Context: an optimization exercise on an open-source flow, tuned for small area, a short achievable clock period and few clock cycles. The choices shown serve that exercise and are no tape-out recipe.
RTL that was checked went through simulation tests only; none was proved equivalent to the original.
Function not checked in run 4: the RTL went through the layout flow alone.
Power figures rest on the tool's default switching activity, not on a simulated workload.

<file path="design/flow/design.v">
`default_nettype none
package sort_pkg;
  localparam int DATA_W = 32;
  localparam int IDX_W  = 16;
  localparam logic [1:0] REG_GO    = 2'd0;
  localparam logic [1:0] REG_BASE  = 2'd1;
  localparam logic [1:0] REG_SIZE  = 2'd2;
  localparam logic [1:0] REG_STACK = 2'd3;
endpackage
`default_nettype wire
`timescale 1ns/100ps
`default_nettype none
module sort_xcel_regs (
  input  wire logic                        clk,
  input  wire logic                        xcel_req_val_i,
  output logic                             xcel_req_rdy_o,
  input  wire logic                        xcel_req_write_i,
  input  wire logic [1:0]                  xcel_req_addr_i,
  input  wire logic [sort_pkg::DATA_W-1:0] xcel_req_data_i,
  output logic                             xcel_resp_val_o,
  input  wire logic                        xcel_resp_rdy_i,
  output logic [sort_pkg::DATA_W-1:0]      xcel_resp_data_o,
  input  wire logic                        busy_i,
  output logic                             go_o,
  output logic [29:0]                      base_o,    
  output logic [sort_pkg::IDX_W-1:0]       size_o,
  output logic [29:0]                      stack_o    
);
  logic wr_xfer;
  assign xcel_req_rdy_o   = !busy_i && xcel_resp_rdy_i;
  assign xcel_resp_val_o  = xcel_req_val_i && !busy_i;
  assign xcel_resp_data_o = {{(sort_pkg::DATA_W-1){1'b0}}, !xcel_req_write_i};
  assign wr_xfer          = xcel_req_val_i && xcel_req_rdy_o && xcel_req_write_i;
  assign go_o             = wr_xfer && (xcel_req_addr_i == sort_pkg::REG_GO);
  always_ff @(posedge clk) begin
    if (wr_xfer) begin
      case (xcel_req_addr_i)
        sort_pkg::REG_BASE:  base_o  <= xcel_req_data_i[31:2];
        sort_pkg::REG_SIZE:  size_o  <= xcel_req_data_i[sort_pkg::IDX_W-1:0];
        sort_pkg::REG_STACK: stack_o <= xcel_req_data_i[31:2];
        default: ;
      endcase
    end
  end
endmodule
`default_nettype wire
`timescale 1ns/100ps
`default_nettype none
module sort_xcel (
  input  wire logic                        clk,
  input  wire logic                        reset,
  input  wire logic                        xcel_req_val_i,
  output logic                             xcel_req_rdy_o,
  input  wire logic                        xcel_req_write_i,
  input  wire logic [1:0]                  xcel_req_addr_i,
  input  wire logic [sort_pkg::DATA_W-1:0] xcel_req_data_i,
  output logic                             xcel_resp_val_o,
  input  wire logic                        xcel_resp_rdy_i,
  output logic [sort_pkg::DATA_W-1:0]      xcel_resp_data_o,
  output logic                             mem_req_val_o,
  input  wire logic                        mem_req_rdy_i,
  output logic                             mem_req_write_o,
  output logic [sort_pkg::DATA_W-1:0]      mem_req_addr_o,
  output logic [sort_pkg::DATA_W-1:0]      mem_req_data_o,
  input  wire logic                        mem_resp_val_i,
  output logic                             mem_resp_rdy_o,
  input  wire logic                        mem_resp_write_i,
  input  wire logic [sort_pkg::DATA_W-1:0] mem_resp_data_i
);
  localparam int DW = sort_pkg::DATA_W;
  localparam int IW = sort_pkg::IDX_W;
  logic          busy, go;
  logic [29:0]   base_w, stack_w;
  logic [IW-1:0] n;
  sort_xcel_regs i_regs (
    .clk,
    .xcel_req_val_i, .xcel_req_rdy_o, .xcel_req_write_i, .xcel_req_addr_i,
    .xcel_req_data_i, .xcel_resp_val_o, .xcel_resp_rdy_i, .xcel_resp_data_o,
    .busy_i(busy), .go_o(go), .base_o(base_w), .size_o(n), .stack_o(stack_w)
  );
  logic [IW:0]   w;           
  logic          src_arr;     
  logic          dst_arr;     
  logic          all_done;
  logic          first_odd;   
  assign all_done = ({1'b0, n} <= w);
  always_comb begin
    logic [IW-1:0] m;
    m = n - 1'b1;
    first_odd = 1'b0;
    for (int k = 0; k < IW; k++) if (m[k]) first_odd = (k % 2 == 0);
  end
  logic [IW-1:0] ra, ea, rb, eb;
  logic          solo_rd;     
  logic          a_left, b_left, rd_idle;
  logic [IW+1:0] s1, s2;
  assign a_left  = (ra != ea);
  assign b_left  = (rb != eb);
  assign rd_idle = !a_left && !b_left;
  assign s1      = {2'b0, eb} + {1'b0, w};
  assign s2      = {2'b0, eb} + {w, 1'b0};
  typedef struct packed {
    logic          v;
    logic          last;
    logic          solo;
    logic [DW-1:0] d;
  } ent_t;
  ent_t ha, na, hb, nb, ha_d, na_d, hb_d, nb_d, rsp_e;
  logic [1:0] occ_a, occ_b;   
  logic       lt;             
  logic       done_a, done_b;
  logic [2:0] tq [4];
  logic [2:0] tcnt;
  logic       rsp, push_a, push_b;
  assign rsp    = mem_resp_val_i && !mem_resp_write_i;
  assign push_a = rsp && !tq[0][2];
  assign push_b = rsp &&  tq[0][2];
  assign rsp_e  = {1'b1, tq[0][1], tq[0][0], mem_resp_data_i};
  logic          pwv;         
  logic [DW-1:0] pwd;
  logic [IW-1:0] wp;          
  logic          can_a, can_b, sel_a, sel_b, pop_a, pop_b, fin_a, fin_b, merge_end;
  assign can_a     = ha.v && !done_a;
  assign can_b     = hb.v && !done_b;
  assign sel_a     = can_a && (done_b || ha.solo || (can_b && lt));
  assign sel_b     = can_b && !sel_a && (done_a || can_a);
  assign pop_a     = busy && !pwv && sel_a;
  assign pop_b     = busy && !pwv && sel_b;
  assign fin_a     = pop_a && ha.last;
  assign fin_b     = pop_b && hb.last;
  assign merge_end = (fin_a && (done_b || ha.solo)) || (fin_b && done_a);
  always_comb begin
    ha_d = ha; na_d = na;
    if (pop_a) begin
      if (na.v) begin
        ha_d = na;
        na_d = push_a ? rsp_e : '0;
      end else begin
        ha_d = push_a ? rsp_e : '0;
      end
    end else if (push_a) begin
      if (!ha.v) ha_d = rsp_e;
      else       na_d = rsp_e;
    end
    hb_d = hb; nb_d = nb;
    if (pop_b) begin
      if (nb.v) begin
        hb_d = nb;
        nb_d = push_b ? rsp_e : '0;
      end else begin
        hb_d = push_b ? rsp_e : '0;
      end
    end else if (push_b) begin
      if (!hb.v) hb_d = rsp_e;
      else       nb_d = rsp_e;
    end
  end
  logic          rv, rw;
  logic [29:0]   raddr;
  logic [DW-1:0] rdata;
  logic          rfree, rd_a, rd_b, iss_a, iss_b, iss_w;
  logic          ok_a, ok_b;
  logic [IW-1:0] ridx;
  logic [29:0]   rbase;
  assign rfree = !rv || mem_req_rdy_i;
  assign ok_a  = a_left && (!occ_a[1] || pop_a);
  assign ok_b  = b_left && (!occ_b[1] || pop_b);
  assign rd_a  = ok_a && (!ok_b || (occ_a - pop_a) <= (occ_b - pop_b));
  assign rd_b  = ok_b && !rd_a;
  assign iss_w = rfree && pwv;
  assign iss_a = busy && rfree && !pwv && rd_a;
  assign iss_b = busy && rfree && !pwv && rd_b;
  always_comb begin
    if (pwv) begin
      ridx  = wp;
      rbase = dst_arr ? base_w : stack_w;
    end else begin
      ridx  = rd_a ? ra : rb;
      rbase = src_arr ? base_w : stack_w;
    end
  end
  assign mem_req_val_o   = rv;
  assign mem_req_write_o = rw;
  assign mem_req_addr_o  = {raddr, 2'b00};
  assign mem_req_data_o  = rdata;
  assign mem_resp_rdy_o  = 1'b1;
  logic pass_end;
  assign pass_end = busy && !all_done && rd_idle && (eb == n) && (wp == n);
  always_ff @(posedge clk) begin
    if (reset) begin
      busy   <= 1'b0;
      rv     <= 1'b0;
      pwv    <= 1'b0;
      occ_a  <= '0;
      occ_b  <= '0;
      tcnt   <= '0;
      ha.v   <= 1'b0;
      na.v   <= 1'b0;
      hb.v   <= 1'b0;
      nb.v   <= 1'b0;
      done_a <= 1'b0;
      done_b <= 1'b0;
    end else begin
      ha <= ha_d;
      na <= na_d;
      hb <= hb_d;
      nb <= nb_d;
      occ_a <= occ_a + iss_a - pop_a;
      occ_b <= occ_b + iss_b - pop_b;
      tcnt  <= tcnt + (iss_a || iss_b) - rsp;
      if (merge_end) begin
        done_a <= 1'b0;
        done_b <= 1'b0;
      end else begin
        if (fin_a) done_a <= 1'b1;
        if (fin_b) done_b <= 1'b1;
      end
      if (pop_a || pop_b) pwv <= 1'b1;
      else if (iss_w)     pwv <= 1'b0;
      if (rfree) rv <= iss_w || iss_a || iss_b;
      if (go) begin
        busy <= 1'b1;
      end else if (busy && all_done && !pwv && rfree) begin
        busy <= 1'b0;
      end
    end
  end
  logic [2:0] tnew;
  assign tnew = rd_a ? {1'b0, ra + 1'b1 == ea, solo_rd} : {1'b1, rb + 1'b1 == eb, 1'b0};
  always_ff @(posedge clk) begin
    if (rsp) begin
      tq[0] <= tq[1];
      tq[1] <= tq[2];
      tq[2] <= tq[3];
    end
    if (iss_a || iss_b) tq[tcnt - rsp] <= tnew;
  end
  always_ff @(posedge clk) begin
    lt <= (ha_d.d < hb_d.d);
    if (pop_a || pop_b) pwd <= pop_a ? ha.d : hb.d;
    if (rfree) begin
      rw    <= iss_w;
      raddr <= rbase + {14'b0, ridx};
      rdata <= pwd;
    end
    if (go) begin
      w       <= {{IW{1'b0}}, 1'b1};
      src_arr <= 1'b1;
      dst_arr <= first_odd;
      ra      <= '0;
      ea      <= '0;
      rb      <= '0;
      eb      <= '0;
      wp      <= '0;
    end else if (pass_end) begin
      w       <= {w[IW-1:0], 1'b0};
      src_arr <= dst_arr;
      dst_arr <= !dst_arr;
      ra      <= '0;
      ea      <= '0;
      rb      <= '0;
      eb      <= '0;
      wp      <= '0;
    end else begin
      if (iss_w) wp <= wp + 1'b1;
      if (iss_a) ra <= ra + 1'b1;
      if (iss_b) rb <= rb + 1'b1;
      if (busy && !all_done && rd_idle && (eb != n)) begin
        ra      <= eb;
        ea      <= (s1 >= {2'b0, n}) ? n : s1[IW-1:0];
        rb      <= (s1 >= {2'b0, n}) ? n : s1[IW-1:0];
        eb      <= (s2 >= {2'b0, n}) ? n : s2[IW-1:0];
        solo_rd <= (s1 >= {2'b0, n});
      end
    end
  end
endmodule
`default_nettype wire
</file>
<file path="design/flow/run.sh">
#!/bin/bash
# synth_recipe.tcl (not shown) runs the flow's synth.tcl, then flattens the netlist and writes it again
# the make line also repeats each setting of config.mk as NAME=value (left out here)
make -C /OpenROAD-flow-scripts/flow DESIGN_CONFIG=/design/flow/config.mk WORK_HOME=/design/flow/orfs CLKGATE_MAP_FILE= SYNTH_SCRIPT=/design/flow/synth_recipe.tcl finish
</file>
<file path="design/flow/config.mk">
export PLATFORM = sky130hd
export DESIGN_NAME = sort_xcel
export DESIGN_NICKNAME = sort_xcel
export VERILOG_FILES = /design/flow/design.v
export SDC_FILE = /design/flow/constraint.sdc
export NUM_CORES = 4
export LEC_CHECK = 0
export CAP_MARGIN = 20
export CORE_MARGIN = 2
export CORE_UTILIZATION = 40
export SLEW_MARGIN = 20
</file>
<file path="design/flow/constraint.sdc">
create_clock -name core_clock -period 9.0 [get_ports {clk}]
set_input_delay 1.8000 -clock core_clock [delete_from_list [all_inputs] [get_ports {clk}]]
set_output_delay 1.8000 -clock core_clock [all_outputs]
set_load 0.01 [all_outputs]
</file>
==> results of run 1 <==
## metal layers
layer	vias to the layer above	global-route usage, %	wire (um)
met4	6	7.67	2250
met5	-	0	42
li1	8511	-	-
met1	8748	31.0	31300
met2	720	35.7	31800
met3	138	3.25	4700
## stage by stage
step                hold WS, ns  cell area, um2  util [%]  total power [mW]  instances
finish                    0.420           27600      46.7              5.55       3218
floorplan                 0.400           24000         -              3.20       2331
global route              0.426           27500      46.7              5.80       3217
detailed placement        0.408           26000      44.0              3.62       3127
global placement          0.405           26000      44.0              3.60       3126
CTS                       0.421           27500      46.7              5.58       3217
## cells in the final DEF (no fill, tap or decap), types with 54 or more instances in the layout
master,count
a21oi_1,122
nor2_1,169
edfxtp_1,319
xnor2_1,110
dfxtp_1,114
ha_1,140
clkdlybuf4s50_1,140
nor2b_1,54
nand2_1,197
xor2_1,70
inv_1,135
a222oi_1,63
o21ai_0,100
## layout make-up
type / count / area [um2] / share of cell area, %
diodes: 1 / 2.50 / 0.00908
clock buffers: 73 / 1400 / 5.07
clock inverters: 17 / 150 / 0.545
inverters: 142 / 533 / 1.93
multi-input cells: 1604 / 11000 / 39.8
flip-flops and latches: 433 / 11900 / 43.1
well taps: 773 / 967 / 3.51
repair buffers: 175 / 1670 / 6.07
## worst max-delay path, stage by stage, from the launching register on
cell and delay [ns]:
dfxtp_1 0.30, buf_4 0.24, nand2b_1 0.23, or3_1 0.35, inv_2 0.64, ha_1 0.29
xor2_1 0.16, ha_1 0.26, a21oi_1 0.13, a21oi_1 0.10, a21oi_4 0.60, mux2i_1 0.16
o21ai_1 0.16, ha_1 0.19, inv_1 0.05, fa_1 0.41, nor2b_1 0.14, o21a_1 0.16
o21ai_0 0.09, o21ai_0 0.25, o41ai_1 0.21, o41ai_2 0.61, nand2_1 0.17, nor3b_1 0.27
xnor2_1 0.10
## sequential cells by signal, summed over array words and instances (netlist names), 12 cells and up
name and cells:
eb 16, i_regs.base_o 30, raddr 30, hb 34, nb 34, wp 16, ea 16, i_regs.stack_o 30
rb 16, tq 12, ha 35, na 35, rdata 32, w 17, ra 16, i_regs.size_o 16
pwd 32
## path summary, 6_finish.rpt
path / to / depth (start not counted) / startpoint
max: raddr[26] / 24 / pwv
min: rdata[9] / 0 / pwd[9]
max reg2reg: raddr[26] / 24 / pwv
min reg2reg: rdata[9] / 0 / pwd[9]
## power by group
part,leakage [nW],switching (mW),internal [mW]
Clock,0.767,0.843,1.11
Sequential,3.96,0.122,2.26
Combinational,6.33,0.727,0.494
Total,11.1,1.69,3.86
## cell families (layout without fill, tap and decap cells)
kind of cell             after synthesis  after routing  synth area share (%)
adder cells (fa/ha/maj)              143            143                  7.59
XOR/XNOR                             180            180                  6.60
AND/OR/NAND/NOR                      694            694                  14.1
multiplexers                          75             75                  3.26
flip-flops                           433            433                  49.7
buffers and inverters                294            407                  5.27
other                                  2             35                0.0314
AO/OA/AOI/OAI                        478            478                  13.5
==> results.ini, run 1 <==
[status]
status = finished clean

[drt]
drt_pass1_iterations = 8
wl_per_cell_um = 21.8
vias = 18100
drc = 0
routed_wl_um = 70100
ant_nets = 0
drt_iter0_drc = 1966
via_per_inst = 5.63

[floorplan]
io_pins = 175
die_h_um = 248
initial_core_util_pct = 40.5
die_w_um = 248
rows = 89
die_area_um2 = 61700
coreArea_um2 = 59000

[timing]
setup_ws_ns = 2.47
skew_ns = 0.0296
worst_slew_pin_slew_ns = 1.12
maxSlewHeadroom_pct = 24.1
rsz0062_at_grt = no
finalSetupTns_ns = 0
finalMaxSlewViolations = 0
setup_violations = 0
min_period_ns = 6.53
hold_violations = 0
period_share_pct = 72.5
fmax_mhz = 153

[min_path]
hold_class = flop to flop

[clock_tree]
clk_latency_ns = 0.61
cts_hold_buf = 0
ctsResizeCount = 0
h-tree-depth = 2
clock_sinks = 433
cts.clk_slew.worst_paths_ns = 0.06
clockBufferDepth = 3
cts_tree = yes
cts-root-buf = clkbuf_16
numCtsBuffers = 48
post_cts_buffers = 0

[global_route]
grt_max_degree = 65
antenna_found_initial = 4
grt_util_all_layers_pct = 22.3
grt_pass1_vias = 17500
grt-ovfl-total = 0
grt_pass1_wl_um = 106000

[yosys]
seq_area_frac_synth_pct = 49.7
synth_area_um2 = 23900
synth-edff-count = 319
synth_common_cells = edfxtp_1 (319), nand2_1 (197), nor2_1 (171)
netlist_instances = 2299
post_synth.cell_area_avg_um2 = 10.4
synth_cell_types = 80
ys_warn_count = 2
synth-main-ff-cell = edfxtp_1
ys_ff_latch = 433
synth_most_common_cell = edfxtp_1
synth_top_cell_area_share_pct = 40.1
synth_area_leaders = edfxtp_1 (40%), dfxtp_1 (9.6%), ha_1 (7.3%)
async_flop_share_pct = 0
synth_top_cell_by_area = edfxtp_1

[setup_path]
cp.arrival_ns = 6.87
crit_type = flop to flop
crit_path_start_kind = flop
r2r_slack_ns = 2.47
worstPathRequired_ns = 9.35
cp-end-kind = flop
path_max_fanout = 38

[place]
finalWeightedCongestion = 0.920
post-place-ws_ns = 2.06
hpwl_um = 48400
portBuffers = 140

[final_layout]
fin_nets = 2621
area_growth_pct = 15.4
drive_above_1_share_pct = 6.91
final.fill_count = 5473

[run]
maxCapViolCount = 0

[power_and_ir_drop]
ir_drop_v = 0.000157
p_per_area_nw_per_um2 = 202
leakage_nw = 11.1

Testbench counts, summed over its fixed seeds: cycles 181,233.
==> run 2, diff against run 1 <==
--- a/design/flow/design.v
+++ b/design/flow/design.v
@@ -85,3 +85,4 @@
   logic          first_odd;   
-  assign all_done = ({1'b0, n} <= w);
+  logic          pre;         
+  assign all_done = pre ? (n <= 16'd1) : ({1'b0, n} <= w);
   always_comb begin
@@ -90,3 +91,4 @@
     first_odd = 1'b0;
-    for (int k = 0; k < IW; k++) if (m[k]) first_odd = (k % 2 == 0);
+    for (int k = 0; k < IW; k++) if (m[k]) first_odd = (k % 2 == 1);
+    if (n == 16'd2) first_odd = 1'b1;
   end
@@ -110,2 +112,4 @@
   logic       lt;             
+  logic       ltn_a, ltn_b;   
+  logic       swap_a, swap_b;
   logic       done_a, done_b;
@@ -122,4 +126,6 @@
   logic          can_a, can_b, sel_a, sel_b, pop_a, pop_b, fin_a, fin_b, merge_end;
-  assign can_a     = ha.v && !done_a;
-  assign can_b     = hb.v && !done_b;
+  assign swap_a    = pre && ha.v && !ha.last && na.v && ltn_a;
+  assign swap_b    = pre && hb.v && !hb.last && nb.v && ltn_b;
+  assign can_a     = ha.v && !done_a && (!pre || ha.last || (na.v && !ltn_a));
+  assign can_b     = hb.v && !done_b && (!pre || hb.last || (nb.v && !ltn_b));
   assign sel_a     = can_a && (done_b || ha.solo || (can_b && lt));
@@ -131,27 +137,26 @@
   assign merge_end = (fin_a && (done_b || ha.solo)) || (fin_b && done_a);
+  logic ht_rsp_a, ht_n_a, nt_rsp_a, ht_rsp_b, ht_n_b, nt_rsp_b;
+  assign ht_n_a   = (pop_a && na.v) || swap_a;
+  assign ht_rsp_a = push_a && (pop_a ? !na.v : !ha.v);
+  assign nt_rsp_a = push_a && !ht_rsp_a;
+  assign ht_n_b   = (pop_b && nb.v) || swap_b;
+  assign ht_rsp_b = push_b && (pop_b ? !nb.v : !hb.v);
+  assign nt_rsp_b = push_b && !ht_rsp_b;
   always_comb begin
-    ha_d = ha; na_d = na;
-    if (pop_a) begin
-      if (na.v) begin
-        ha_d = na;
-        na_d = push_a ? rsp_e : '0;
-      end else begin
-        ha_d = push_a ? rsp_e : '0;
-      end
-    end else if (push_a) begin
-      if (!ha.v) ha_d = rsp_e;
-      else       na_d = rsp_e;
-    end
-    hb_d = hb; nb_d = nb;
-    if (pop_b) begin
-      if (nb.v) begin
-        hb_d = nb;
-        nb_d = push_b ? rsp_e : '0;
-      end else begin
-        hb_d = push_b ? rsp_e : '0;
-      end
-    end else if (push_b) begin
-      if (!hb.v) hb_d = rsp_e;
-      else       nb_d = rsp_e;
-    end
+    ha_d.d    = ht_rsp_a ? rsp_e.d : ht_n_a ? na.d : ha.d;
+    ha_d.last = ht_rsp_a ? rsp_e.last : (pop_a && na.v) ? na.last : ha.last;
+    ha_d.solo = ht_rsp_a ? rsp_e.solo : (pop_a && na.v) ? na.solo : ha.solo;
+    ha_d.v    = ht_rsp_a || (pop_a ? na.v : ha.v);
+    na_d.d    = nt_rsp_a ? rsp_e.d : swap_a ? ha.d : na.d;
+    na_d.last = nt_rsp_a ? rsp_e.last : na.last;
+    na_d.solo = nt_rsp_a ? rsp_e.solo : na.solo;
+    na_d.v    = nt_rsp_a || (na.v && !pop_a);
+    hb_d.d    = ht_rsp_b ? rsp_e.d : ht_n_b ? nb.d : hb.d;
+    hb_d.last = ht_rsp_b ? rsp_e.last : (pop_b && nb.v) ? nb.last : hb.last;
+    hb_d.solo = 1'b0;
+    hb_d.v    = ht_rsp_b || (pop_b ? nb.v : hb.v);
+    nb_d.d    = nt_rsp_b ? rsp_e.d : swap_b ? hb.d : nb.d;
+    nb_d.last = nt_rsp_b ? rsp_e.last : nb.last;
+    nb_d.solo = 1'b0;
+    nb_d.v    = nt_rsp_b || (nb.v && !pop_b);
   end
@@ -238,3 +243,5 @@
   always_ff @(posedge clk) begin
-    lt <= (ha_d.d < hb_d.d);
+    lt    <= (ha_d.d < hb_d.d);
+    ltn_a <= (na_d.d < ha_d.d);
+    ltn_b <= (nb_d.d < hb_d.d);
     if (pop_a || pop_b) pwd <= pop_a ? ha.d : hb.d;
@@ -246,3 +253,4 @@
     if (go) begin
-      w       <= {{IW{1'b0}}, 1'b1};
+      w       <= {{(IW-1){1'b0}}, 2'b10};
+      pre     <= 1'b1;
       src_arr <= 1'b1;
@@ -256,2 +264,3 @@
       w       <= {w[IW-1:0], 1'b0};
+      pre     <= 1'b0;
       src_arr <= dst_arr;
--- a/design/flow/config.mk
+++ b/design/flow/config.mk
@@ -10,2 +10,3 @@
 export CORE_UTILIZATION = 40
+export SETUP_SLACK_MARGIN = 4.7
 export SLEW_MARGIN = 20
==> run 2 against run 1 <==
  * Clock power rose by 8%
  * Non-clock buffer count is 105 higher
  * Worst hold slack got worse by 0.0056 ns
  * Clock skew is 0.0028 ns lower
  * Routed wire length rose by 18%
  * Sequential cell count rose by 1
  * Clock-buffer cell count shrank 4
  * Worst setup slack improved by 1.5 ns
  * Highest routed layer unchanged
==> results.ini, run 2 <==
[clock_tree]
cts_hold_buf = 0  ; unchanged
h-tree-depth = 2  ; unchanged
cts-root-buf = clkbuf_16
clk_latency_ns = 0.60  ; about the same
cts_tree = yes
numCtsBuffers = 50  ; +4.2%
clock_sinks = 434  ; +0.23%
cts.clk_slew.worst_paths_ns = 0.06  ; about the same
clockBufferDepth = 3  ; unchanged

[timing]
finalMaxSlewViolations = 0  ; unchanged
fmax_mhz = 198  ; +29%
maxSlewHeadroom_pct = 31.5  ; +7.4 points
hold_violations = 0  ; unchanged
worst_slew_pin_slew_ns = 1.03  ; -0.0956 ns
setup_ws_ns = 3.94  ; +1.47 ns
finalSetupTns_ns = 0  ; unchanged
setup_violations = 0  ; unchanged
rsz0062_at_grt = yes
skew_ns = 0.0268  ; -0.00278 ns
min_period_ns = 5.06  ; -1.47 ns
period_share_pct = 56.2  ; -16 points

[power_and_ir_drop]
p_comb_share_pct = 24.4  ; +2.4 points
internal_power_mw = 4.22  ; +9.4%
ir_drop_v = 0.000153  ; -2.4%
power_mw = 6.00  ; +8.0%
seqPwrFrac_pct = 40.5  ; -2.4 points
p_per_area_nw_per_um2 = 183  ; -9.2%
switchingPower_mw = 1.77  ; +4.8%
power_frac_clock_pct = 35.1  ; about the same
p_sw_share_pct = 29.6  ; -0.90 points
leakage_nw = 13.7  ; +24%

[final_layout]
reg_top3 = ha x35, na x35
final.fill_count = 5945  ; +8.6%
seqCellArea_um2 = 11900  ; +0.43%
area_growth_pct = 22.9
final_common_cell = edfxtp_1
final_cell_mix = edfxtp_1 (319), nor2_1 (278), nand2_1 (189)
drive_above_1_share_pct = 16.5  ; +9.6 points
multiInputGateArea_um2 = 14700  ; +34%
diodes = 0  ; -1
fin_nets = 3155  ; +20%

[global_route]
grt_pass1_wl_um = 123000  ; +16%
grt-ovfl-total = 0  ; unchanged
grt_max_degree = 73  ; +12%
grt_pass1_vias = 21100  ; +20%
antenna_found_initial = 3  ; -1
grt_util_all_layers_pct = 23.1  ; +0.72 points

[min_path]
min_path_cells = 0  ; unchanged
hold_class = flop to flop
whs_endpoint = rdata[19]
holdCritStartpoint = pwd[19]

[yosys]
netlist_instances = 2668  ; +16%
ys_ff_latch = 434  ; +0.23%
synth_cell_types = 87  ; +8.8%
synth_common_cells = edfxtp_1 (319), nor2_1 (285), a21oi_1 (224)
synth-edff-count = 319  ; unchanged
synth_top_cell_area_share_pct = 35.9  ; -4.2 points
post_synth.cell_area_avg_um2 = 9.99  ; -3.8%
ys_warn_count = 2  ; unchanged
seq_area_frac_synth_pct = 44.6  ; -5.1 points
synth-main-ff-cell = edfxtp_1
synth_top_cell_by_area = edfxtp_1
synth_area_leaders = edfxtp_1 (36%), ha_1 (9.4%), dfxtp_1 (8.6%)
synth_most_common_cell = edfxtp_1
synth_area_um2 = 26700  ; +12%
async_flop_share_pct = 0  ; unchanged

[place]
post-place-ws_ns = 3.02  ; +0.965 ns
portBuffers = 140  ; unchanged
finalWeightedCongestion = 0.896  ; -2.5%
hpwl_um = 55100  ; +14%

[setup_path]
crit_type = flop to flop
cp-end-kind = flop
cp.arrival_ns = 5.36  ; -1.51 ns
r2r_slack_ns = 3.94  ; +1.47 ns
r2r_end = raddr[24]
crit_path_start_kind = flop
path_max_fanout = 6  ; -84%
r2r_cells = 25  ; +4.2%
worstPathRequired_ns = 9.30  ; -0.05 ns
worstReg2RegStart = nb[34]

[floorplan]
die_area_um2 = 68700  ; +11%
rows = 94  ; +5.6%
die_h_um = 262  ; +5.6%
die_w_um = 262  ; +5.6%
initial_core_util_pct = 40.5  ; about the same
io_pins = 175  ; unchanged
coreArea_um2 = 65900  ; +12%

[drt]
routed_wl_um = 82400  ; +18%
drc = 0  ; unchanged
wl_per_cell_um = 21.8  ; +0.10%
ant_nets = 0  ; unchanged
via_per_inst = 5.68  ; +0.80%
drt_iter0_drc = 1955  ; -0.56%
vias = 21500  ; +18%
drt_pass1_iterations = 6  ; -2

[run]
maxCapViolCount = 0  ; unchanged

[status]
status = finished clean

==> run 2: changes by cell type after synthesis, moves of 13 or more <==
cell | before | now
nor2_1 | 171 | 285
a21oi_1 | 125 | 224
mux2i_1 | 53 | 148
a222oi_1 | 63 | 0
ha_1 | 140 | 201
mux2_2 | 22 | 59
and2_1 | 44 | 9
a31oi_1 | 15 | 47
nor2b_1 | 55 | 26
a21o_1 | 38 | 56
o22ai_1 | 1 | 14
==> run 2: logic make-up (layout without fill, tap and decap cells) <==
logic type | after synthesis | in the layout | share of synthesized area (%)
AND/OR/NAND/NOR | 742 | 744 | 13.0
multiplexers | 211 | 211 | 8.22
other | 2 | 34 | 0.0282
flip-flops | 434 | 434 | 44.6
adder cells (fa/ha/maj) | 205 | 205 | 9.70
buffers and inverters | 302 | 517 | 4.87
XOR/XNOR | 187 | 187 | 6.14
AO/OA/AOI/OAI | 585 | 587 | 13.5
==> run 2: stage by stage <==
stage | cells | hold WS [ns] | utilization (%) | instance area, um2
after detailed placement | 3576 | 0.405 | 43.9 | 28900
final | 3783 | 0.414 | 49.7 | 32800
after global routing | 3783 | 0.424 | 49.7 | 32800
after global placement | 3576 | 0.403 | 43.9 | 28900
after CTS | 3741 | 0.416 | 48.5 | 31900
after floorplan | 2700 | 0.400 | - | 26900
==> run 2: worst max path at each step <==
stage	startpoint	end	slack, ns	cells past startpoint
2_1_floorplan	busy	raddr[20]	3.81	25
3_3_place_gp	w[1]	raddr[20]	3.25	21
3_5_place_dp	w[1]	raddr[24]	3.02	23
4_1_cts	busy	raddr[20]	3.96	23
5_1_grt	nb[34]	raddr[20]	3.73	24
6_report	nb[34]	raddr[24]	3.94	25
==> run 2: power groups by stage <==
| stage | clock network (mW) | logic [mW] | registers, mW |
|---|---|---|---|
| floorplan | 0 | 0.776 | 2.42 |
| global placement | 0 | 1.11 | 2.46 |
| detailed placement | 0 | 1.13 | 2.47 |
| CTS | 2.14 | 1.34 | 2.42 |
| global route | 2.22 | 1.58 | 2.44 |
| finish | 2.10 | 1.46 | 2.43 |
==> run 2: final cells by class <==
class | instances | share of cell area (%)
clock buffers | 69 | 4.56
clock inverters | 25 | 0.657
inverters | 143 | 1.70
multi-input cells | 1968 | 44.8
flip-flops and latches | 434 | 36.4
well taps | 864 | 3.30
repair buffers | 280 | 8.63
==> run 2: repair_timing <==
item	CTS	global route
setup buffers	61	38
resized for setup	174	124
cloned	10	4
setup endpoints to repair	184	93
pin swaps	43	32
==> run 2: layer usage <==
metal / GRT usage, % / part of all wire, % / vias to the layer above
li1: - / - / 10000
met1: 30.1 / 42 / 10500
met2: 39.6 / 48 / 791
met3: 2.60 / 6.0 / 171
met4: 7.96 / 3.3 / 4
met5: 0 / 0.032 / -
==> run 2: worst max-delay path, stage by stage, from the launching register on <==
cell      delay [ns]
dfxtp_1         0.47
nor2b_2         0.26
o211ai_1        0.11
buf_4           0.17
a21oi_4         0.20
ha_4            0.16
xor2_2          0.12
ha_1            0.26
buf_4           0.15
nand2_4         0.07
o21ai_4         0.06
o21a_4          0.24
buf_4           0.16
buf_12          0.12
mux2i_4         0.19
o21ai_2         0.18
ha_4            0.23
o21a_1          0.11
o31a_1          0.12
o311a_1         0.35
o21bai_2        0.18
a21oi_2         0.11
o311ai_4        0.30
a21boi_1        0.13
xnor2_1         0.19
mux2i_1         0.12
Testbench counts of run 2, summed over its fixed seeds: cycles 164,875.
==> run 3, diff against run 2 <==
--- a/design/flow/design.v
+++ b/design/flow/design.v
@@ -167,4 +167,2 @@
   logic          ok_a, ok_b;
-  logic [IW-1:0] ridx;
-  logic [29:0]   rbase;
   assign rfree = !rv || mem_req_rdy_i;
@@ -172,3 +170,3 @@
   assign ok_b  = b_left && (!occ_b[1] || pop_b);
-  assign rd_a  = ok_a && (!ok_b || (occ_a - pop_a) <= (occ_b - pop_b));
+  assign rd_a  = ok_a && (!ok_b || pop_a || (!pop_b && occ_a <= occ_b));
   assign rd_b  = ok_b && !rd_a;
@@ -177,11 +175,11 @@
   assign iss_b = busy && rfree && !pwv && rd_b;
-  always_comb begin
-    if (pwv) begin
-      ridx  = wp;
-      rbase = dst_arr ? base_w : stack_w;
-    end else begin
-      ridx  = rd_a ? ra : rb;
-      rbase = src_arr ? base_w : stack_w;
-    end
-  end
+  logic [29:0]   rbase, addr;
+  logic [IW-1:0] ridx;
+  logic [13:0]   rhi1;
+  logic [16:0]   rlo;
+  assign rbase = (pwv ? dst_arr : src_arr) ? base_w : stack_w;
+  assign ridx  = pwv ? wp : rd_a ? ra : rb;
+  assign rhi1  = rbase[29:16] + 1'b1;
+  assign rlo   = {1'b0, rbase[15:0]} + {1'b0, ridx};
+  assign addr  = {rlo[16] ? rhi1 : rbase[29:16], rlo[15:0]};
   assign mem_req_val_o   = rv;
@@ -249,3 +247,3 @@
       rw    <= iss_w;
-      raddr <= rbase + {14'b0, ridx};
+      raddr <= addr;
       rdata <= pwd;
==> run 3 against run 2 <==
  * Final cell count is 0.56% lower
  * Critical path depth decreased by 5
  * Global-route usage increased by 0.24 points
  * Total power grew 7.4%
  * Area after synthesis up 0.97%
  * First-iteration DRC count shrank 14%
==> results.ini, run 3 <==
[drt]
routed_wl_um = 83900  ; +1.8%
ant_nets = 0  ; unchanged
route.met3.wl_um = 4340  ; -12%
drc = 0  ; unchanged
routedLengthMet1_um = 34800  ; -0.35%
wl_met2_um = 41800  ; +4.6%
top_layer = met4
vias = 21400  ; -0.49%
drt_iter0_drc = 1690  ; -14%
wl_per_cell_um = 22.3  ; +2.3%
via_per_inst = 5.68  ; about the same
drt_pass1_iterations = 7  ; +1

[global_route]
grt_max_degree = 67  ; -8.2%
grt_pass1_wl_um = 126000  ; +2.3%
grt_pass1_vias = 21100  ; -0.014%
antenna_found_initial = 1  ; -2
grt-ovfl-total = 0  ; unchanged
grt_util_all_layers_pct = 23.3  ; +0.24 points

[timing]
hold_violations = 0  ; unchanged
fmax_mhz = 234  ; +18%
rsz0062_at_grt = yes
setup_violations = 0  ; unchanged
min_period_ns = 4.28  ; -0.781 ns
skew_ns = 0.0277  ; +0.000906 ns
finalSetupTns_ns = 0  ; unchanged
period_share_pct = 47.6  ; -8.7 points
worst_slew_pin_slew_ns = 1.10  ; +0.0716 ns
setup_ws_ns = 4.72  ; +0.781 ns
finalMaxSlewViolations = 0  ; unchanged
maxSlewHeadroom_pct = 26.5  ; -4.9 points

[floorplan]
die_w_um = 263  ; +0.47%
die_area_um2 = 69400  ; +0.95%
io_pins = 175  ; unchanged
coreArea_um2 = 66900  ; +1.6%
rows = 95  ; +1.1%
die_h_um = 263  ; +0.47%
initial_core_util_pct = 40.2  ; -0.25 points

[final_layout]
fin_nets = 3126  ; -0.92%
reg_top3 = ha x35, na x35
drive_above_1_share_pct = 18.2  ; +1.7 points
postLayoutCoreUtil_pct = 49.7  ; -0.081 points
final_cell_mix = edfxtp_1 (319), nor2_1 (205), nand2_1 (201)
final.fill_count = 6049  ; +1.7%
area_growth_pct = 23.5
final_common_cell = edfxtp_1
design_area_um2 = 33200  ; +1.4%

[power_and_ir_drop]
internal_power_mw = 4.43  ; +4.8%
power_mw = 6.44  ; +7.4%
power_frac_clock_pct = 32.9  ; -2.2 points
switchingPower_mw = 2.01  ; +13%
leakage_nw = 13.3  ; -3.1%
seqPwrFrac_pct = 38.6  ; -1.9 points
p_sw_share_pct = 31.2  ; +1.7 points
ir_drop_v = 0.000131  ; -15%
p_per_area_nw_per_um2 = 194  ; +5.9%
p_comb_share_pct = 28.5  ; +4.1 points

[min_path]
hold_class = flop to flop
holdCritStartpoint = pwd[18]

[place]
finalWeightedCongestion = 0.964  ; +7.6%
place_area_um2 = 29100  ; +0.88%
post-place-ws_ns = 2.99  ; -0.0319 ns
portBuffers = 140  ; unchanged
hpwl_um = 56700  ; +2.9%

[yosys]
ys_warn_count = 2  ; unchanged
synth-edff-count = 319  ; unchanged
synth_area_um2 = 26900  ; +0.97%
async_flop_share_pct = 0  ; unchanged
synth-main-ff-cell = edfxtp_1
synth_cell_types = 84  ; -3.4%
post_synth.cell_area_avg_um2 = 10.2  ; +1.8%
synth_top_cell_area_share_pct = 35.6  ; -0.34 points
synth_top_cell_by_area = edfxtp_1
netlist_instances = 2645  ; -0.86%
synth_area_leaders = edfxtp_1 (36%), ha_1 (9.3%), dfxtp_1 (8.6%)
ys_ff_latch = 434  ; unchanged
synth_most_common_cell = edfxtp_1
synth_common_cells = edfxtp_1 (319), nor2_1 (210), nand2_1 (205)
seq_area_frac_synth_pct = 44.1  ; -0.43 points

[clock_tree]
numCtsBuffers = 48  ; -4.0%
clockBufferDepth = 3  ; unchanged
cts_hold_buf = 0  ; unchanged
cts_tree = yes
clk_latency_ns = 0.60  ; about the same
clock_sinks = 434  ; unchanged
h-tree-depth = 2  ; unchanged
cts-root-buf = clkbuf_16
cts.clk_slew.worst_paths_ns = 0.06  ; about the same

[setup_path]
crit_path_max_incr_delay_ns = 0.43  ; -0.04 ns
crit_chain = nand2b_4 -> o211ai_1 -> a211oi_4 -> buf_12 -> a31oi_4 -> a21oi_4 -> buf_12 -> buf_4 -> mux2i_1 -> o21ai_1 -> ha_1 -> a21o_1 -> a21oi_1 -> nand2_1 -> a21oi_4 -> nor4b_4 -> buf_6 -> nand3_2 -> xor2_1 -> mux2i_1
cp.arrival_ns = 4.59  ; -0.77 ns
worstReg2RegStart = hb[33]
crit_type = flop to flop
crit_path_start_kind = flop
cp-end-kind = flop
crit_slowest_cell = edfxtp_1
path_max_fanout = 5  ; -1
cp-startpoint = hb[33]
worstPathRequired_ns = 9.31  ; about the same

[status]
status = finished clean

[run]
maxCapViolCount = 0  ; unchanged

==> run 3: cell types whose count changed in the layout (fill, tap and decap cells not counted), moves of 15 or more <==
cell / previous run / this run
nor2_1: 278 / 205
a21oi_1: 185 / 126
o21ai_0: 75 / 130
mux2i_1: 135 / 174
dfxtp_1: 102 / 74
a31oi_1: 41 / 16
dfxtp_2: 7 / 25
xnor2_1: 109 / 93
a211oi_1: 29 / 44
a21oi_2: 29 / 14
==> run 3: logic make-up after synthesis <==
kind of cell	count (synthesis)	share of synthesized area [%]
DFF	434	44.1
xor gates and xnor gates	174	5.69
AOI/OAI and AO/OA	568	13.4
and+or+nand+nor	710	12.5
muxes	257	9.87
other	2	0.0279
buffers and inverters	296	4.83
adders and majority gates	204	9.56
==> run 3: per-layer routing <==
metal,vias to the layer above,track usage (%)
li1,10100,-
met1,10400,29.1
met2,693,40.8
met3,180,3.35
met4,0,8.65
met5,-,0
==> run 3: worst max-delay path: cells and delay by family (launching register included) <==
family	cells	cell delay [ns]
simple gates	4	0.43
mux	2	0.22
compound gates	8	1.78
flops	1	0.43
buf+inv	4	0.61
fa+ha+maj	1	0.37
xor+xnor	1	0.15
==> run 3: stage by stage <==
| step | hold slack (ns) | instances |
|---|---|---|
| floorplan | 0.400 | 2677 |
| global placement | 0.405 | 3559 |
| detailed placement | 0.406 | 3559 |
| CTS | 0.421 | 3719 |
| global route | 0.429 | 3762 |
| finish | 0.419 | 3762 |
==> run 3: cell type report <==
| class | count | area, um2 | area share [%] |
|---|---|---|---|
| multi-input cells | 1957 | 15200 | 45.7 |
| well taps | 873 | 1090 | 3.29 |
| clock buffers | 77 | 1500 | 4.50 |
| diodes | 1 | 2.50 | 0.00753 |
| repair buffers | 276 | 2780 | 8.36 |
| inverters | 132 | 514 | 1.55 |
| flip-flops and latches | 434 | 12000 | 36.0 |
| clock inverters | 12 | 204 | 0.614 |
==> run 3: repair_timing <==
action	CTS	global route
setup buffers	55	40
pin swaps	51	66
setup endpoints to repair	110	76
resized for setup	223	141
gates cloned	16	2
==> run 3: path summary, 6_finish.rpt <==
kind | slack (ns) | cells past startpoint | to
hold reg to reg | 0.42 | 0 | rdata[18]
hold / removal | 0.42 | 0 | rdata[18]
setup / recovery | 4.72 | 20 | raddr[24]
setup reg to reg | 4.72 | 20 | raddr[24]
==> run 3: power groups by stage <==
stage / sequential [mW] / combinational (mW) / clock [mW]
floorplan: 2.44 / 1.01 / 0
global placement: 2.51 / 1.41 / 0
detailed placement: 2.51 / 1.44 / 0
CTS: 2.48 / 1.70 / 2.16
global route: 2.50 / 1.98 / 2.23
finish: 2.49 / 1.84 / 2.12
Testbench counts of run 3, summed over its fixed seeds: cycles 165,398.
==> run 4, diff against run 3 <==
--- a/design/flow/design.v
+++ b/design/flow/design.v
@@ -80,2 +80,16 @@
   );
+  function automatic logic [16:0] add16(input logic [15:0] a, input logic [15:0] b);
+    logic [15:0] p, g, pp, gg;
+    p = a ^ b;
+    g = a & b;
+    pp = p;
+    gg = g;
+    for (int d = 1; d < 16; d = d * 2) begin
+      for (int i = 15; i >= d; i--) begin
+        gg[i] = gg[i] | (pp[i] & gg[i-d]);
+        pp[i] = pp[i] & pp[i-d];
+      end
+    end
+    add16 = {gg[15], p ^ {gg[14:0], 1'b0}};
+  endfunction
   logic [IW:0]   w;           
@@ -182,3 +196,3 @@
   assign rhi1  = rbase[29:16] + 1'b1;
-  assign rlo   = {1'b0, rbase[15:0]} + {1'b0, ridx};
+  assign rlo   = add16(rbase[15:0], ridx);
   assign addr  = {rlo[16] ? rhi1 : rbase[29:16], rlo[15:0]};
--- a/design/flow/config.mk
+++ b/design/flow/config.mk
@@ -10,2 +10,5 @@
 export CORE_UTILIZATION = 40
+export CTS_BUF_LIST = sky130_fd_sc_hd__clkbuf_8
+export CTS_CLUSTER_DIAMETER = 60
+export CTS_CLUSTER_SIZE = 20
 export SETUP_SLACK_MARGIN = 4.7
==> run 4 against run 3 <==
  * Still clean on timing, DRC and antenna
  * Worst hold slack gained 0.0051 ns
  * Via count shrank 0.28%
  * Clock skew grew 0.041 ns
  * Clock power shrank 28%
  * Final cell count shrank 0.66%
  * Die area shrank 0.23%
  * Routed wire length shrank 0.88%
  * Cell area shrank 1.4%
==> results.ini, run 4 <==
[timing]
worst_slew_pin_slew_ns = 1.12  ; +0.0186 ns
maxSlewHeadroom_pct = 24.8  ; -1.7 points
rsz0062_at_grt = yes
finalSetupTns_ns = 0  ; unchanged
finalMaxSlewViolations = 0  ; unchanged
setup_violations = 0  ; unchanged
skew_ns = 0.0692  ; +0.0415 ns
min_period_ns = 4.63  ; +0.352 ns
period_share_pct = 51.5  ; +3.9 points
holdWs_ns = 0.424  ; +0.00507 ns
fmax_mhz = 216  ; -7.6%
hold_violations = 0  ; unchanged

[final_layout]
fin_nets = 3113  ; -0.42%
multiInputGateArea_um2 = 15100  ; -0.53%
final_common_cell = edfxtp_1
reg_top3 = ha x35, na x35
seqCellArea_um2 = 12000  ; -0.10%
drive_above_1_share_pct = 20.5  ; +2.3 points
postLayoutCoreUtil_pct = 49.6  ; -0.098 points
final.fill_count = 5931  ; -2.0%
final_cell_mix = edfxtp_1 (319), nor2_1 (268), ha_1 (192)
area_growth_pct = 22.0
final_cells = 3737  ; -0.66%

[yosys]
ys_warn_count = 2  ; unchanged
ys_ff_latch = 434  ; unchanged
synth_area_um2 = 26900  ; -0.23%
async_flop_share_pct = 0  ; unchanged
synth-main-ff-cell = edfxtp_1
synth_most_common_cell = edfxtp_1
synth_area_leaders = edfxtp_1 (36%), ha_1 (9.3%), dfxtp_1 (8.6%)
netlist_instances = 2632  ; -0.49%
synth_top_cell_area_share_pct = 35.7  ; +0.083 points
synth-edff-count = 319  ; unchanged
synth_common_cells = edfxtp_1 (319), nor2_1 (282), ha_1 (200)
synth_cell_types = 90  ; +7.1%
post_synth.cell_area_avg_um2 = 10.2  ; +0.26%
seq_area_frac_synth_pct = 44.2  ; +0.10 points
synth_top_cell_by_area = edfxtp_1

[floorplan]
rows = 94  ; -1.1%
coreArea_um2 = 66100  ; -1.2%
die_area_um2 = 69200  ; -0.23%
io_pins = 175  ; unchanged
die_w_um = 263  ; -0.11%
initial_core_util_pct = 40.6  ; +0.41 points
die_h_um = 263  ; -0.11%

[place]
placedCellCount = 3544  ; -0.42%
portBuffers = 140  ; unchanged
finalWeightedCongestion = 0.913  ; -5.4%
hpwl_um = 54800  ; -3.3%

[global_route]
grt_pass1_wl_um = 124000  ; -0.91%
antenna_found_initial = 2  ; +1
grt-ovfl-total = 0  ; unchanged
grt_util_all_layers_pct = 22.8  ; -0.50 points
use_met2_pct = 36.4  ; -4.4 points
grt_pass1_vias = 20900  ; -0.87%
grt-busiest-layer = met2
grtUsageMet1_pct = 31.7  ; +2.7 points
grtUsageMet3_pct = 3.61  ; +0.26 points
grt_max_degree = 75  ; +12%

[clock_tree]
cts-root-buf = clkbuf_8
cts_tree = yes
cts.clk_slew.worst_paths_ns = 0.12  ; +0.06 ns
h-tree-depth = 2  ; unchanged
clock_sinks = 434  ; unchanged
clk_latency_ns = 0.68  ; +0.08 ns
clockBufferDepth = 3  ; unchanged
numCtsBuffers = 41  ; -15%

[drt]
ant_nets = 0  ; unchanged
wl_per_cell_um = 22.3  ; -0.22%
via_per_inst = 5.70  ; +0.39%
vias = 21300  ; -0.28%
routed_wl_um = 83200  ; -0.88%
drt_iter0_drc = 1868  ; +11%
drc = 0  ; unchanged
drt_pass1_iterations = 7  ; unchanged

[min_path]
min_path_cells = 0  ; unchanged
hold_class = flop to flop

[setup_path]
r2r_slack_ns = 4.37  ; -0.35 ns
cp.arrival_ns = 5.06  ; +0.47 ns
path_max_fanout = 6  ; +1
crit_type = flop to flop
crit_path_start_kind = flop
worstPathRequired_ns = 9.43  ; +0.12 ns
cp-end-kind = flop
r2r_cells = 21  ; +5.0%

[power_and_ir_drop]
leakage_nw = 13.4  ; +0.36%
ir_drop_v = 0.000472  ; +260%
p_per_area_nw_per_um2 = 272  ; +40%

[run]
maxCapViolCount = 0  ; unchanged

[status]
status = finished clean

-- run 4: cell count changes after synthesis, moves of 11 or more --
| cell | before | now |
|---|---|---|
| a211oi_1 | 55 | 18 |
| a211oi_2 | 1 | 40 |
| a21oi_1 | 143 | 158 |
| a31oi_1 | 18 | 43 |
| and3_1 | 22 | 11 |
| mux2i_1 | 190 | 151 |
| nand2_1 | 205 | 194 |
| nor2_1 | 210 | 282 |
| nor3_1 | 55 | 40 |
| nor4_1 | 26 | 12 |
| o21ai_0 | 174 | 115 |
| xor2_1 | 71 | 84 |
-- run 4: area by class of cell --
class,instances,share of cell area [%]
Inverter,136,1.63
Tap cell,864,3.30
Timing Repair Buffer,286,9.30
Multi-Input combinational cell,1937,46.1
Sequential cell,434,36.5
Antenna cell,4,0.0306
Clock buffer,42,1.76
Clock inverter,34,1.39
-- run 4: worst max-delay path, stage by stage (launching register included) --
cell	delay [ns]
dfxtp_2	0.45
xor2_2	0.12
nor4_4	0.34
nand4_1	0.27
a21boi_2	0.25
o21ai_2	0.14
and2_4	0.24
mux2i_4	0.10
o21ai_2	0.14
ha_2	0.20
inv_2	0.04
fa_2	0.39
nor2b_4	0.14
o2111ai_2	0.15
and3_4	0.21
o31ai_4	0.21
a41oi_2	0.19
a21oi_4	0.25
buf_12	0.14
buf_6	0.09
buf_6	0.08
mux2_4	0.28
-- run 4: metal layers --
| layer | part of all wire, % | vias to the layer above | wire length, um |
|---|---|---|---|
| met2 | 46 | 795 | 38000 |
| met4 | 2.8 | 0 | 2320 |
| met1 | 44 | 10500 | 36900 |
| li1 | - | 9916 | - |
| met3 | 7.2 | 142 | 5980 |
| met5 | 0 | - | 0 |
-- run 4: cells by family after synthesis --
group | Yosys count | share of synthesized area, %
and+or+nand+nor | 751 | 13.1
xor gates and xnor gates | 182 | 5.94
buffers and inverters | 295 | 4.92
other | 2 | 0.0280
adders and majority gates | 203 | 9.54
muxes | 219 | 8.48
AOI/OAI and AO/OA | 546 | 13.7
DFF | 434 | 44.2
-- run 4: repair_timing --
item / 4_1_cts / 5_1_grt
gates cloned: 14 / 3
setup buffers: 58 / 38
pin swaps: 33 / 85
hold buffers: 0 / 0
setup endpoints to repair: 96 / 73
gates resized for setup: 215 / 144
-- run 4: final timing paths --
check	start	to
hold / removal	pwd[23]	rdata[23]
setup reg to reg	rb[1]	raddr[17]
setup / recovery	rb[1]	raddr[17]
hold reg to reg	pwd[23]	rdata[23]
-- run 4: power by group --
part | total, mW | switching (mW) | internal, mW
registers | 2.77 | 0.299 | 2.47
clock network | 1.52 | 0.812 | 0.704
logic | 4.61 | 2.45 | 2.16
total | 8.90 | 3.56 | 5.33
-- run 4: per-stage QoR --
step / setup slack [ns] / instance area [um2] / power (mW)
after floorplan: 4.23 / 27300 / 5.27
after global placement: 3.30 / 29200 / 6.04
after detailed placement: 3.17 / 29200 / 6.12
after CTS: 4.38 / 31800 / 8.41
after global routing: 4.21 / 32800 / 9.33
final: 4.37 / 32800 / 8.90

what the ideal ports hide:
Ports are ideal in the flow. The routed layouts listed here were re-timed in OpenROAD. Step 1 assumes that a clkbuf_16 drives the clock port and a buf_2 every other input. Step 2 moves the port delays by t, midway between the first and last clock arrival at a register: inputs arrive t later, outputs are due t later. That takes back most of the time a late clock gives input paths. Slacks: ideal / step 1 / step 2; pairs: ideal / step 1.
run	shift t [ns]	setup WS [ns]	worst setup path after step 2	worst slew at a driven data input, ns
run 1	0.653	2.472 / 2.472 / 2.472	register to register	0.09
run 2	0.647	3.938 / 3.938 / 3.938	register to register	0.12
run 3	0.650	4.719 / 4.711 / 4.144	input to register	0.08
run 4	0.702	4.367 / 4.367 / 4.077	input to register	0.08
After both steps setup and hold are still met in every run listed. For run 3, which loses most, drivers alone change the setup slack by -0.008 ns; drivers and shift together by -0.575 ns.
